From an optimization exercise on the open Yosys and OpenROAD flow, aimed at small area; shortcuts taken in it are not production practice.
Only simulation tests tie the RTL to the original design; equivalence was not proved.

## flow/design.v (module list and top-level ports; edited modules follow where they fit)
// module half_adder_n: 9 lines
// module half_adder: 9 lines
// module full_adder: 10 lines
// module mod_reduce_top: 3553 lines
module mod_reduce_top (
  input  logic         clk,
  input  logic         rst,
  input  logic [199:0] operand,
  input  logic         operand_valid,
  output logic [10:0]  residue_a,
  output logic [10:0]  residue_b,
  output logic         residue_valid,
  output logic [19:0]  result,
  output logic         result_valid
);
  // ...
==> flow/flow/run.sh <==
#!/bin/bash
# Standard layout, with plain buf_1 cells as the input and output port buffers.
set -euo pipefail
export BUFFER_PORTS_ARGS="-buffer_cell sky130_fd_sc_hd__buf_1"
bash standard.sh > standard_flow.log 2>&1
==> flow/standard.sh <==
#!/bin/bash
# synth_recipe.tcl (not shown) runs the flow's synth.tcl, then flattens the netlist and writes it again
# the make line also repeats each setting of config.mk as NAME=value (left out here)
make -C /OpenROAD-flow-scripts/flow DESIGN_CONFIG=/design/flow/config.mk WORK_HOME=/design/flow/orfs CLKGATE_MAP_FILE= SYNTH_SCRIPT=/design/flow/synth_recipe.tcl "${@:-finish}"
==> flow/config.mk <==
export PLATFORM = sky130hd
export DESIGN_NAME = mod_reduce_top
export DESIGN_NICKNAME = mod_reduce_top
export VERILOG_FILES = /design/flow/design.v
export SDC_FILE = /design/flow/constraint.sdc
export NUM_CORES = 4
export LEC_CHECK = 0
export CAP_MARGIN = 20
export CORE_MARGIN = 2
export CORE_UTILIZATION = 65
export CTS_BUF_LIST = sky130_fd_sc_hd__clkbuf_8
export CTS_CLUSTER_SIZE = 20
export GPL_TIMING_DRIVEN = 0
export SLEW_MARGIN = 20
export SYNTH_HIERARCHICAL = 1
==> flow/constraint.sdc <==
create_clock -name core_clock -period 9.0 [get_ports {clk}]
set_input_delay 1.8000 -clock core_clock [delete_from_list [all_inputs] [get_ports {clk}]]
set_output_delay 1.8000 -clock core_clock [all_outputs]
set_load 0.01 [all_outputs]
==> impl_metrics.csv, run 1 <==
group,metric,value,unit
drt,wl_per_cell,27.9,um
final_layout,seq_area_share,7.36,%
clock_tree,insertion_delay,0.42,ns
yosys,synth_largest_area_cell,"fa_1",
grt,grt_pass1_wl,104,mm
timing,max_slew_margin,36.9,%
clock_tree,clkSinkCount,95,
yosys,synth_top_area_share,71.5,%
run,maxCapViolCount,0,
final_layout,syn2layout_area_growth,7.39,%
clock_tree,cts_buffers,9,
run_status,status,"timing/DRC/antenna clean",
drt,drc,0,
placed_design,place_ws,-0.304,ns
floorplan,start_util,65.9,%
yosys,synthXorXnorAreaFrac,3.97,%
yosys,synth_area_leaders,"fa_1, dfxtp_1, ha_1, inv_1, xnor2_1",
timing,timing.final.ws_setup,0.349,ns
yosys,syn_area_per_cell,14.2,um2
yosys,seq_area_frac_synth,7.90,%
worst_hold_path,min_from,"vld1",
worst_setup_path,crit_required,9.28,ns
grt,grt.overflow.total,0,
drt,dr_wl_met3,6.41,mm
timing,post-route-period-util,96.1,%
placed_design,dp_hpwl,63.0,mm
yosys,ys_ff_latch,95,
drt,wl_met2,32.5,mm
timing,layout_min_cycle_time,8.65,ns
==> run 2: changes to the inputs <==
--- a/flow/config.mk
+++ b/flow/config.mk
@@ -9,6 +9,4 @@
 export CORE_MARGIN = 2
 export CORE_UTILIZATION = 65
-export CTS_BUF_LIST = sky130_fd_sc_hd__clkbuf_8
-export CTS_CLUSTER_SIZE = 20
 export GPL_TIMING_DRIVEN = 0
 export SLEW_MARGIN = 20
==> impl_metrics.csv, run 2 <==
group,metric,value,unit
run_status,status,"timing/DRC/antenna clean",
clock_tree,cts_hold_buf,0,
floorplan,coreArea,36500,um2
timing,fmaxAchievable,0.115,GHz
timing,setup-violations-final,0,
yosys,yosys-top-cells-count,"fa_1, inv_1, ha_1",
yosys,seq_area_frac_synth,7.90,%
final_layout,final_common_cell,"fa_1",
floorplan,io_pins,247,
drt,firstDrtPassIters,4,
drt,antenna_left,0,
clock_tree,cts.repair.resized,0,
timing,holdWs,0.458,ns
grt,use_met3,8.95,%
final_layout,regMostFlops,"s1_q",
yosys,synth_ff_type,"dfxtp_1",
yosys,yosysMostFrequentCell,"fa_1",
worst_hold_path,min_path_type,"reg2reg",
drt,wl_per_cell,28.1,um
grt,use_met1,47.8,%
worst_setup_path,slowest_stage,"fa_1",
yosys,ys_async_sr_fraction,0,%
timing,timing.final.ws_setup,0.309,ns
grt,grt_pass1_wl,104,mm
timing,worst_slew_pin_slew,0.933,ns
clock_tree,cts_buffer_depth,2,
grt,grt_max_degree,17,
clock_tree,insertion_delay,0.37,ns
yosys,synth_top_area_share,71.5,%
yosys,syn_inst,1698,
drt,drt_iter0_drc,883,
worst_setup_path,path_cells,"buf_1, fa_1, fa_1, fa_1, fa_1, fa_1, fa_1, fa_1, inv_1, fa_1, fa_1, fa_1, fa_1, inv_1, ha_1, nor3b_1, and3_1, and3_1, a21o_4, a21oi_4, o2111ai_2, a31oi_2, o21bai_1, xor2_1",
final_layout,final_cell_mix,"fa_1, inv_1, buf_1",
yosys,ys_ff_latch,95,
final_layout,final_util,71.0,%
yosys,syn_area_per_cell,14.2,um2
run,maxCapViolCount,0,
timing,layout_min_cycle_time,8.69,ns
grt,antenna_found_initial,2,
worst_setup_path,start_kind,"input port",
placed_design,place_ws,-0.304,ns
timing,clock_skew,0.0176,ns
grt,grt.busiest_layer,"met2",
worst_setup_path,crit_family,"adder cells",
floorplan,die-height,196,um
clock_tree,clkSinkCount,95,
placed_design,place_congestion,1.09,
timing,fin_tns_setup,0,ns
final_layout,drive_gt1_share,1.99,%
final_layout,syn2layout_area_growth,7.76,%
clock_tree,path_clk_slew,0.07,ns
worst_setup_path,cpPeakStageDelay,0.52,ns
floorplan,dieArea,38600,um2
final_layout,fin_nets,3130,
clock_tree,cts_buffers,9,
yosys,synth-edff-count,0,
worst_setup_path,crit_buf_inv,3,
worst_setup_path,worstSetupEndpointType,"flip-flop",
floorplan,start_util,65.9,%
worst_setup_path,critical_path_class,"in2reg",
grt,grt_pass1_vias,17200,
worst_setup_path,cp_common_cell,"fa_1",
yosys,ys_warn_count,7,
grt,grt.overflow.total,0,
yosys,synth_area_leaders,"fa_1, dfxtp_1, ha_1, inv_1, xnor2_1",
timing,drv_slew,0,
drt,viasPerCell,6.01,
drt,drc,0,
timing,hold_viol,0,
drt,vias,14600,
yosys,synth_largest_area_cell,"fa_1",
placed_design,portBuffers,246,
worst_setup_path,crit_required,9.24,ns
drt,routed_wl,68.3,mm
grt,grtUsageMet2,62.7,%
yosys,syn_nets,2873,
yosys,synth_cell_types,54,
clock_tree,post_cts_buffers,0,
placed_design,dp_hpwl,63.0,mm
worst_setup_path,crit_fanout,4,
timing,post-route-period-util,96.6,%
clock_tree,cts_tree,"done",
final_layout,largest_reg_flops,49,
yosys,synth_area,24100,um2
worst_setup_path,cp.arrival,8.93,ns
grt,track_usage,38.7,%
floorplan,fp.dieW,196,um
timing,max_slew_margin,37.8,%
clock_tree,cts-root-buf,"clkbuf_16",
floorplan,rows,70,
clock_tree,ctsHtreeMaxLevel,3,
run 2: layout make-up:
cell class              instances  area (um2)
multi-input cells            1355       21300
fillers                      2599       10600
flip-flops and latches         95        1900
repair buffers                246         925
inverters                     246         923
well taps                     468         586
clock buffers                   9         225
clock inverters                 7        96.3
plain buffers                   2        11.3
diodes                          1        2.50
run 2: cell families (layout without fill, tap and decap cells):
family	count (synthesis)	count (layout)	share of synthesized area (%)
buf+inv	248	510	3.88
compound gates	121	121	3.56
flops	95	95	7.90
other cells	0	1	0
fa+ha+maj	972	972	77.3
simple gates	153	153	3.36
xor+xnor	109	109	3.97
run 2: path summary, 6_finish.rpt:
| kind | endpoint | start | cells past startpoint | slack, ns |
|---|---|---|---|---|
| worst max-delay path | s1_q[46] | operand[61] | 24 | 0.31 |
| worst max register to register | t_q[9] | rb_q[0] | 33 | 0.50 |
| worst min-delay path | vld2 | vld1 | 1 | 0.46 |
| worst min register to register | vld2 | vld1 | 1 | 0.46 |
run 2: Yosys stat by module (local to each module, per instance):
module | area [um2] | copies in the design | flops+latches
full_adder | 20.0 | 839 | 0
half_adder | 12.5 | 3 | 0
mod_reduce_top | 7240 | 1 | 95
run 2: routing by layer:
| metal | part of all wire, % | wire [um] |
|---|---|---|
| met5 | 0.019 | 13 |
| met4 | 8.2 | 5630 |
| met3 | 9.5 | 6520 |
| met2 | 48 | 32700 |
| met1 | 34 | 23400 |
run 2: through the flow:
| stage | area [um2] | instances |
|---|---|---|
| floorplan | 24100 | 1698 |
| global placement | 25600 | 2412 |
| CTS | 25900 | 2428 |
| global route | 25900 | 2428 |
| detailed placement | 25600 | 2412 |
| finish | 25900 | 2429 |
==> run 3: changes to the inputs <==
==> flow/run.sh (new file) <==
#!/bin/bash
# synth_recipe.tcl (not shown) runs the flow's synth.tcl, then flattens the netlist and writes it again
# the make line also repeats each setting of config.mk as NAME=value (left out here)
make -C /OpenROAD-flow-scripts/flow DESIGN_CONFIG=/design/flow/config.mk WORK_HOME=/design/flow/orfs CLKGATE_MAP_FILE= SYNTH_SCRIPT=/design/flow/synth_recipe.tcl finish
removed: flow/flow/run.sh
removed: flow/standard.sh
==> impl_metrics.csv, run 3 <==
group,metric,value,unit
timing,holdWs,0.454,ns
final_layout,drive_gt1_share,2.24,%
timing,fmaxAchievable,0.113,GHz
yosys,synth_top_area_share,71.5,%
placed_design,dp_hpwl,66.2,mm
yosys,ys_ff_latch,95,
timing,clock_skew,0.0111,ns
worst_setup_path,crit_fanout,4,
worst_setup_path,critical_path_class,"in2reg",
final_layout,final_common_cell,"fa_1",
yosys,syn_nets,2873,
clock_tree,cts_tree,"done",
final_layout,final_area,27600,um2
final_layout,fillers,2309,
worst_setup_path,cp_common_cell,"fa_1",
worst_setup_path,worstSetupEndpointType,"flip-flop",
worst_setup_path,crit_required,9.24,ns
worst_hold_path,min_path_type,"reg2reg",
yosys,synth_compound_area_share,3.56,%
floorplan,die-height,196,um
worst_setup_path,cpPeakStageDelay,0.80,ns
clock_tree,cts_buffer_depth,2,
timing,hold_viol,0,
yosys,synth_area_leaders,"fa_1, dfxtp_1, ha_1, inv_1, xnor2_1",
timing,fin_tns_setup,0,ns
drt,antenna_left,0,
floorplan,dieArea,38600,um2
drt,firstDrtPassIters,5,
placed_design,place_congestion,1.07,
worst_setup_path,start_kind,"input port",
drt,routed_wl,72.2,mm
timing,max_slew_margin,42.4,%
floorplan,fp.dieW,196,um
final_layout,syn2layout_area_growth,14.6,%
grt,track_usage,40.4,%
yosys,synth_cell_types,54,
timing,drv_slew,0,
yosys,synth_top_family_by_area,"adder cells",
final_layout,largest_reg_flops,49,
yosys,syn_area_per_cell,14.2,um2
floorplan,io_pins,247,
yosys,syn_inst,1698,
worst_setup_path,crit_family,"adder cells",
placed_design,placed_cell_area,27100,um2
timing,worst_slew_pin_slew,0.858,ns
floorplan,coreArea,36500,um2
final_layout,antennaDiodeCount,0,
worst_setup_path,slowest_stage,"clkdlybuf4s50_1",
drt,viasPerCell,6.16,
drt,drc,0,
final_layout,fin_nets,3132,
timing,layout_min_cycle_time,8.87,ns
yosys,yosys-top-cells-count,"fa_1, inv_1, ha_1",
drt,drt_iter0_drc,1040,
yosys,seq_area_frac_synth,7.90,%
yosys,ys_async_sr_fraction,0,%
yosys,synthAdderAreaFrac,77.3,%
clock_tree,insertion_delay,0.37,ns
yosys,ys_warn_count,7,
clock_tree,path_clk_slew,0.07,ns
drt,wl_per_cell,29.7,um
drt,vias,15000,
clock_tree,cts_buffers,9,
grt,grt.overflow.total,0,
yosys,synth.area.mux_share,0,%
yosys,synth_largest_area_cell,"fa_1",
grt,grt_max_degree,16,
floorplan,start_util,65.9,%
clock_tree,cts-root-buf,"clkbuf_16",
timing,post-route-period-util,98.5,%
grt,antenna_found_initial,0,
final_layout,final_cell_mix,"fa_1, inv_1, clkdlybuf4s50_1",
worst_setup_path,path_cells,"clkdlybuf4s50_1, fa_1, fa_1, fa_1, fa_1, fa_1, fa_1, fa_1, fa_1, fa_1, fa_1, inv_1, ha_1, or3b_4, o31ai_4, and3_1, a21o_4, a21oi_4, buf_12, o31ai_4, fa_1",
final_layout,final_util,75.5,%
yosys,synth-edff-count,0,
worst_setup_path,cp.arrival,9.11,ns
final_layout,regMostFlops,"s1_q",
clock_tree,ctsHtreeMaxLevel,3,
yosys,synth_area,24100,um2
run,maxCapViolCount,0,
worst_setup_path,crit_buf_inv,3,
yosys,synthXorXnorAreaFrac,3.97,%
run_status,status,"timing/DRC/antenna clean",
grt,grt_pass1_vias,17900,
clock_tree,clkSinkCount,95,
grt,grt_pass1_wl,108,mm
yosys,yosysMostFrequentCell,"fa_1",
floorplan,rows,70,
timing,setup-violations-final,0,
yosys,synth_ff_type,"dfxtp_1",
yosys,synth-simple-area-share,3.36,%
placed_design,portBuffers,246,
[run 3: changes by cell type in the layout (fill, tap and decap cells not counted), moves of 2 or more]
cell and change:
clkbuf_1 +2, clkinv_2 -2, clkinvlp_4 +2, dlygate4sd2_1 +7, dlymetal6s2s_1 +15, clkdlybuf4s50_1 +224, clkinv_4 -2, buf_1 -245
[run 3: final timing paths]
path / endpoint / slack [ns] / from / depth (start not counted)
worst max register to register: t_q[9] / 0.34 / ra_q[0] / 35
worst max-delay path: s1_q[32] / 0.13 / operand[66] / 21
worst min-delay path: vld2 / 0.45 / vld1 / 1
worst min register to register: vld2 / 0.45 / vld1 / 1
[run 3: per-stage QoR]
| step | std cells | setup slack [ns] |
|---|---|---|
| 2_1_floorplan | 1698 | 0.736 |
| 3_3_place_gp | 2412 | -0.484 |
| 3_5_place_dp | 2412 | -0.656 |
| 4_1_cts | 2428 | 0.0102 |
| 5_1_grt | 2430 | -0.175 |
| 6_report | 2430 | 0.131 |
[run 3: routing by layer]
layer,global-route usage [%],part of all wire (%),vias to the layer above
met2,65.2,48,935
met3,9.24,9.4,303
met4,27.5,8.9,0
met1,49.5,34,8018
li1,-,-,5715
met5,0,0,-
[run 3: layout make-up]
cell class                      count  area, um2  area share [%]
Timing Repair Buffer              248       2520            9.13
Inverter                          246        923            3.35
Clock buffer                       12        246           0.894
Multi-Input combinational cell   1355      21300            77.4
Tap cell                          468        586            2.12
Sequential cell                    95       1900            6.89
Clock inverter                      4       53.8           0.195
Buffer                              2       11.3          0.0408
[run 3: cell families (layout without fill, tap and decap cells)]
| logic type | count (synthesis) | in the layout |
|---|---|---|
| AO/OA/AOI/OAI | 121 | 121 |
| XOR/XNOR | 109 | 109 |
| adder cells (fa/ha/maj) | 972 | 972 |
| buffers and inverters | 248 | 512 |
| flip-flops | 95 | 95 |
| AND/OR/NAND/NOR | 153 | 153 |
[run 3: worst register-to-register path: cells and delay by family (launching register included)]
kind | cells | cell delay (ns)
flops | 1 | 0.43
simple gates | 5 | 0.57
buf+inv | 4 | 0.40
xor+xnor | 2 | 0.39
fa+ha+maj | 11 | 3.94
compound gates | 13 | 2.81
[run 3: per-module statistics from Yosys, one instance, submodules excluded]
module / cell area [um2] / cells
half_adder: 12.5 / 1
full_adder: 20.0 / 1
mod_reduce_top: 7240 / 856
[run 3: repair_timing]
| item | 4_1_cts | 5_1_grt |
|---|---|---|
| hold buffers | 0 | 0 |
| setup buffers | 0 | 2 |
| endpoints found under the setup margin | 21 | 27 |
| pin swaps | 0 | 3 |
| resized for setup | 10 | 29 |
| hold endpoints to repair | 0 | 0 |

-- static timing again, ports no longer ideal --
In the flow no input, the clock included, has a driving cell. The finished layouts below were timed again as built, in two steps. Step 1, drivers: a clkbuf_16 drives clk and a buf_2 each remaining input, both assumed. Step 2 moves the port delays by t, midway between the first and last clock arrival at a register: inputs arrive t later, outputs are due t later. That takes back most of the time a late clock gives input paths. Slacks: ideal ports / drivers / drivers and shift; pairs: ideal ports / drivers.
run | shift t [ns] | setup slack, ns | hold WS [ns] | latest minus earliest clock arrival (ns)
run 1 | 0.452 | 0.349 / 0.371 / -0.081 | 0.463 / 0.463 / 0.463 | 0.029 / 0.029
run 2 | 0.413 | 0.309 / 0.337 / -0.076 | 0.458 / 0.458 / 0.458 | 0.018 / 0.018
run 3 | 0.407 | 0.131 / 0.145 / -0.263 | 0.454 / 0.454 / 0.454 | 0.012 / 0.011
Met with ideal ports but missed after step 2: setup timing in every run listed. For run 1, which loses most, drivers alone change the setup slack by +0.022 ns; drivers and shift together by -0.430 ns.
